Context: an optimization exercise on an open-source flow, tuned for small area. The choices shown serve that exercise and are no tape-out recipe. Function was checked by simulation only, so behaviour that the tests miss may differ from the original. Power is estimated from default activity; no workload was simulated.

## tsdc_top
module tsdc_top
(
    input  logic        clk,
    input  logic        rst_n,
    input  logic        psel,
    input  logic        penable,
    input  logic        pwrite,
    input  logic [4:0]  paddr,
    input  logic [63:0] pwdata,
    output logic [63:0] prdata,
    output logic        pready,
    input  logic        src_valid,
    output logic        src_stall,
    input  logic [7:0]  src_data,
    input  logic        src_eos,
    output logic        res_valid,
    input  logic        res_stall,
    output logic [1:0]  res_type,
    output logic [63:0] res_sequence,
    output logic [31:0] res_kind,
    output logic [31:0] res_flags,
    output logic [34:0] res_size,
    output logic [7:0]  res_payload,
    output logic        res_last,
    output logic [3:0]  res_error
);
    localparam logic [1:0] PH_FILE = 2'd0;
    localparam logic [1:0] PH_REC  = 2'd1;
    localparam logic [1:0] PH_PAY  = 2'd2;
    localparam logic [1:0] PH_HALT = 2'd3;
    localparam logic [1:0] T_HDR = 2'd0;
    localparam logic [1:0] T_PAY = 2'd1;
    localparam logic [1:0] T_ERR = 2'd2;
    localparam logic [63:0] MAGIC  = 64'h4352_5447_4244_5452;
    localparam logic [31:0] ENDIAN = 32'h0102_0304;
    logic [34:0] cfg_max;
    logic [15:0] cfg_major;
    logic [15:0] cfg_minor;
    always_ff @(posedge clk or negedge rst_n)
    begin
        if (!rst_n)
        begin
            cfg_max   <= 35'h4_0000_0000;
            cfg_major <= 16'd1;
  ...
For scale: ~370 flip-flops, ~330 I/O pins, about 15000 um^2 of cells after synthesis.
export LEC_CHECK = 0
export CAP_MARGIN = 20
export CORE_MARGIN = 2
export CORE_UTILIZATION = 40
export GPL_TIMING_DRIVEN = 0
export SLEW_MARGIN = 20
create_clock -name core_clock -period 8.0 [get_ports {clk}]
standard.sh (not shown) runs the stock make flow with config.mk's settings and CLKGATE_MAP_FILE= SYNTH_SCRIPT=/design/flow/synth_recipe.tcl, a recipe that flattens the netlist after the stock synthesis.
==> flow/flow/run.sh <==
#!/bin/bash
# The standard layout with three changes:
#  - synthesis maps the logic with flow/abc_area.script, an area-oriented
#    version of ORFS's abc_speed.script (more &dch/&syn4/&nf rounds, &nf with
#    delay relaxation, no buffering or upsizing); everything else in
#    synthesis is the standard synthesis, so the registers are the same;
#  - the port buffers are buf_1 cells instead of the resizer's default pick;
#  - clock tree synthesis uses clkbuf_4 cells on small sink clusters without
#    dummy loads.
# Each step's output goes to a log file of its own in this folder.
set -euo pipefail
W=$(pwd)
rm -rf "$W/scripts_area"
cp -r "$FLOW_HOME/scripts" "$W/scripts_area"
cp "$W/flow/abc_area.script" "$W/scripts_area/abc_speed.script"
export BUFFER_PORTS_ARGS="-buffer_cell sky130_fd_sc_hd__buf_1"
export CTS_ARGS="-sink_clustering_enable -repair_clock_nets -dont_use_dummy_load -buf_list sky130_fd_sc_hd__clkbuf_4 -sink_clustering_size 9 -sink_clustering_max_diameter 40"
bash standard.sh SCRIPTS_DIR="$W/scripts_area" synth > synth.log 2>&1
bash standard.sh finish > layout.log 2>&1
==> flow/flow/abc_area.script <==
&get -n
&st
&dch
&nf -R 1000 -p
&st
&syn2
&if -g -K 6
&synch2
&nf -R 1000 -p
&st
&syn2
&if -g -K 6
&synch2
&nf -R 1000 -p
&st
&syn2
&if -g -K 6
&synch2
&nf -R 1000 -p
&st
&syn2
&if -g -K 6
&synch2
&nf -R 1000 -p
&st
&syn2
&if -g -K 6
&synch2
&nf -R 1000 -p
&st
&dch -f
&nf -R 1000 -p
&st
&dch -f
&nf -R 1000 -p
&st
&dch -f
&nf -R 1000 -p
&st
&dch -f
&nf -R 1000 -p
&st
&dch -f
&nf -R 1000 -p
&st
&dch -f
&nf -R 1000 -p
&st
&dch -f
&nf -R 1000 -p
&st
&dch -f
&nf -R 1000 -p
&st
&syn4
&dch -f
&nf -R 1000 -p
&st
&syn4
&dch -f
&nf -R 1000 -p
&st
&syn4
&dch -f
&nf -R 1000 -p
&st
&syn4
&dch -f
&nf -R 1000 -p
&st
&syn4
&dch -f
&nf -R 1000 -p
&st
&syn4
&dch -f
&nf -R 1000 -p
&st
&syn4
&dch -f
&nf -R 1000 -p
&st
&syn4
&dch -f
&nf -R 1000 -p
&put
topo
stime -c
dnsize -c
The baseline ran to the end with no violations.
Then changed:
--- a/flow/config.mk
+++ b/flow/config.mk
@@ -11 +10,0 @@
-export GPL_TIMING_DRIVEN = 0
The changed run completed without violations.
Maximum frequency rose by 0.30%.
Wire length fell by 1.9%.
Critical path depth rose by 2.
Setup slack improves by 0.023 ns.
Synthesized area does not change.
Then changed:
==> flow/flow/run.sh (replaced) <==
#!/bin/bash
# The standard layout, with two changes: the port buffers are buf_1 cells
# instead of the resizer's default pick, and clock tree synthesis uses
# clkbuf_4 cells on small sink clusters without dummy loads. Each tool's
# output goes to a log file in this folder.
set -euo pipefail
export BUFFER_PORTS_ARGS="-buffer_cell sky130_fd_sc_hd__buf_1"
export CTS_ARGS="-sink_clustering_enable -repair_clock_nets -dont_use_dummy_load -buf_list sky130_fd_sc_hd__clkbuf_4 -sink_clustering_size 11 -sink_clustering_max_diameter 40"
bash standard.sh finish > standard.log 2>&1
removed: flow/flow/abc_area.script
After rerunning:
- The changed run ran to the end with no violations
- global-route usage went down by 0.88 points
- utilization decreases by 3.3 points
- final cell count is higher by 4.3%
- combinational power is lower by 15%
- worst setup slack improves by 0.61 ns
Then changed:
==> flow/flow/run.sh (replaced) <==
#!/bin/bash
# The standard layout with three changes:
#  - synthesis maps the logic with flow/abc_area.script, an area-oriented
#    replacement for ORFS's abc_speed.script (&deepsyn for 90 s, then
#    &dch/&nf rounds with delay relaxation, no buffering or upsizing);
#    everything else in synthesis is the standard synthesis, so the
#    registers are the same;
#  - the port buffers are buf_1 cells instead of the resizer's default pick;
#  - clock tree synthesis uses clkbuf_4 cells on small sink clusters without
#    dummy loads.
# Each step's output goes to a log file of its own in this folder.
set -euo pipefail
W=$(pwd)
rm -rf "$W/scripts_area"
cp -r "$FLOW_HOME/scripts" "$W/scripts_area"
cp "$W/flow/abc_area.script" "$W/scripts_area/abc_speed.script"
export BUFFER_PORTS_ARGS="-buffer_cell sky130_fd_sc_hd__buf_1"
export CTS_ARGS="-sink_clustering_enable -repair_clock_nets -dont_use_dummy_load -buf_list sky130_fd_sc_hd__clkbuf_4 -sink_clustering_size 9 -sink_clustering_max_diameter 40"
bash standard.sh SCRIPTS_DIR="$W/scripts_area" synth > synth.log 2>&1
bash standard.sh finish > layout.log 2>&1
==> flow/flow/abc_area.script (new file) <==
&get -n
&st
&deepsyn -T 90
&st
&dch -f
&nf -R 1000 -p
&st
&dch -f
&nf -R 1000 -p
&st
&dch -f
&nf -R 1000 -p
&st
&dch -f
&nf -R 1000 -p
&st
&dch -f
&nf -R 1000 -p
&st
&dch -f
&nf -R 1000 -p
&put
topo
stime -c
dnsize -c
What happened: Now the flow completed and failed the layout checks on setup timing; worst setup slack gets worse by 3.5 ns; routed wire length rose by 2.7%; total power climbs by 12%; design area rises by 9.9%; global-route usage came out higher by 2.8 points; die area went down by 11%; final cell count rises by 2.6%; via count went up by 3.2%; sequential share of layout area went down by 4.3 points.

tsdc_top again, from the RTL that the note above started with.
export LEC_CHECK = 0
export CAP_MARGIN = 20
export CORE_MARGIN = 2
export CORE_UTILIZATION = 40
export SLEW_MARGIN = 20
create_clock -name core_clock -period 8.0 [get_ports {clk}]
==> flow/flow/run.sh <==
#!/bin/bash
# The standard layout with three changes:
#  - synthesis maps the logic with flow/abc_area.script, an area-oriented
#    version of ORFS's abc_speed.script (more &dch/&nf rounds, &nf with delay
#    relaxation, no buffering or upsizing); everything else in synthesis is
#    the standard synthesis, so the registers are the same;
#  - the port buffers are buf_1 cells instead of the resizer's default pick;
#  - clock tree synthesis uses clkbuf_4 cells on small sink clusters without
#    dummy loads.
# Each step's output goes to a log file of its own in this folder.
set -euo pipefail
W=$(pwd)
rm -rf "$W/scripts_area"
cp -r "$FLOW_HOME/scripts" "$W/scripts_area"
cp "$W/flow/abc_area.script" "$W/scripts_area/abc_speed.script"
export BUFFER_PORTS_ARGS="-buffer_cell sky130_fd_sc_hd__buf_1"
export CTS_ARGS="-sink_clustering_enable -repair_clock_nets -dont_use_dummy_load -buf_list sky130_fd_sc_hd__clkbuf_4 -sink_clustering_size 11 -sink_clustering_max_diameter 40"
bash standard.sh SCRIPTS_DIR="$W/scripts_area" synth > synth.log 2>&1
bash standard.sh finish > layout.log 2>&1
==> flow/flow/abc_area.script <==
&get -n
&st
&dch
&nf -R 1000 -p
&st
&syn2
&if -g -K 6
&synch2
&nf -R 1000 -p
&st
&syn2
&if -g -K 6
&synch2
&nf -R 1000 -p
&st
&syn2
&if -g -K 6
&synch2
&nf -R 1000 -p
&st
&syn2
&if -g -K 6
&synch2
&nf -R 1000 -p
&st
&syn2
&if -g -K 6
&synch2
&nf -R 1000 -p
&st
&dch -f
&nf -R 1000 -p
&st
&dch -f
&nf -R 1000 -p
&st
&dch -f
&nf -R 1000 -p
&st
&dch -f
&nf -R 1000 -p
&st
&dch -f
&nf -R 1000 -p
&st
&dch -f
&nf -R 1000 -p
&st
&dch -f
&nf -R 1000 -p
&st
&dch -f
&nf -R 1000 -p
&put
topo
stime -c
dnsize -c
The baseline finished with timing, DRC and antenna clean.
==> next run, changes <==
--- a/flow/flow/run.sh
+++ b/flow/flow/run.sh
@@ -17 +17 @@
-export CTS_ARGS="-sink_clustering_enable -repair_clock_nets -dont_use_dummy_load -buf_list sky130_fd_sc_hd__clkbuf_4 -sink_clustering_size 11 -sink_clustering_max_diameter 40"
+export CTS_ARGS="-sink_clustering_enable -repair_clock_nets -dont_use_dummy_load -buf_list sky130_fd_sc_hd__clkbuf_4 -sink_clustering_size 9 -sink_clustering_max_diameter 40"
Settings changed: GPL_TIMING_DRIVEN set to 0.
Result: Wire length is higher by 3.4%; synthesized area does not change; fmax is lower by 0.97%; cell area is higher by 4.2%; utilization is higher by 2.0 points; die area is unchanged.
==> next run, changes <==
Settings changed: CAP_MARGIN 20 to 0, GPL_TIMING_DRIVEN 0 to not set, SLEW_MARGIN 20 to 0.
The changed run passed the timing, DRC and antenna checks. Die area is unchanged. Worst setup slack improves by 52 ps. Wire length came out lower by a few percent.

[static timing again, ports no longer ideal]
No port has a modelled driver above. Below, the same layouts with a new extraction and two added sets of constraints. Step 1 assumes that a clkbuf_16 drives the clock port and a buf_2 every other input. Step 2 moves the port delays by t, midway between the first and last clock arrival at a register: inputs arrive t later, outputs are due t later. That takes back most of the time a late clock gives input paths. Three values: ideal ports, drivers, drivers and shift; two values: the first two.
| run | t, ns | setup WS [ns] | slew at the worst register clock pin (ns) | cell pins on the clock port's net |
|---|---|---|---|---|
| the first run of note 1 | 0.825 | 0.456 / 0.456 / 0.456 | 0.11 / 0.11 | 1 |
| the second run of note 1 | 0.812 | 0.479 / 0.479 / 0.479 | 0.10 / 0.10 | 1 |
| the third run of note 1 | 0.809 | 1.085 / 1.085 / 1.085 | 0.11 / 0.11 | 1 |
| the fourth run of note 1 | 0.800 | -2.450 / -2.450 / -2.450 | 0.11 / 0.11 | 1 |
| the first run of note 2 | 0.835 | 0.706 / 0.706 / 0.706 | 0.12 / 0.12 | 1 |
| the second run of note 2 | 0.842 | 0.635 / 0.635 / 0.635 | 0.10 / 0.10 | 1 |
| the third run of note 2 | 0.838 | 0.687 / 0.687 / 0.687 | 0.11 / 0.11 | 1 |
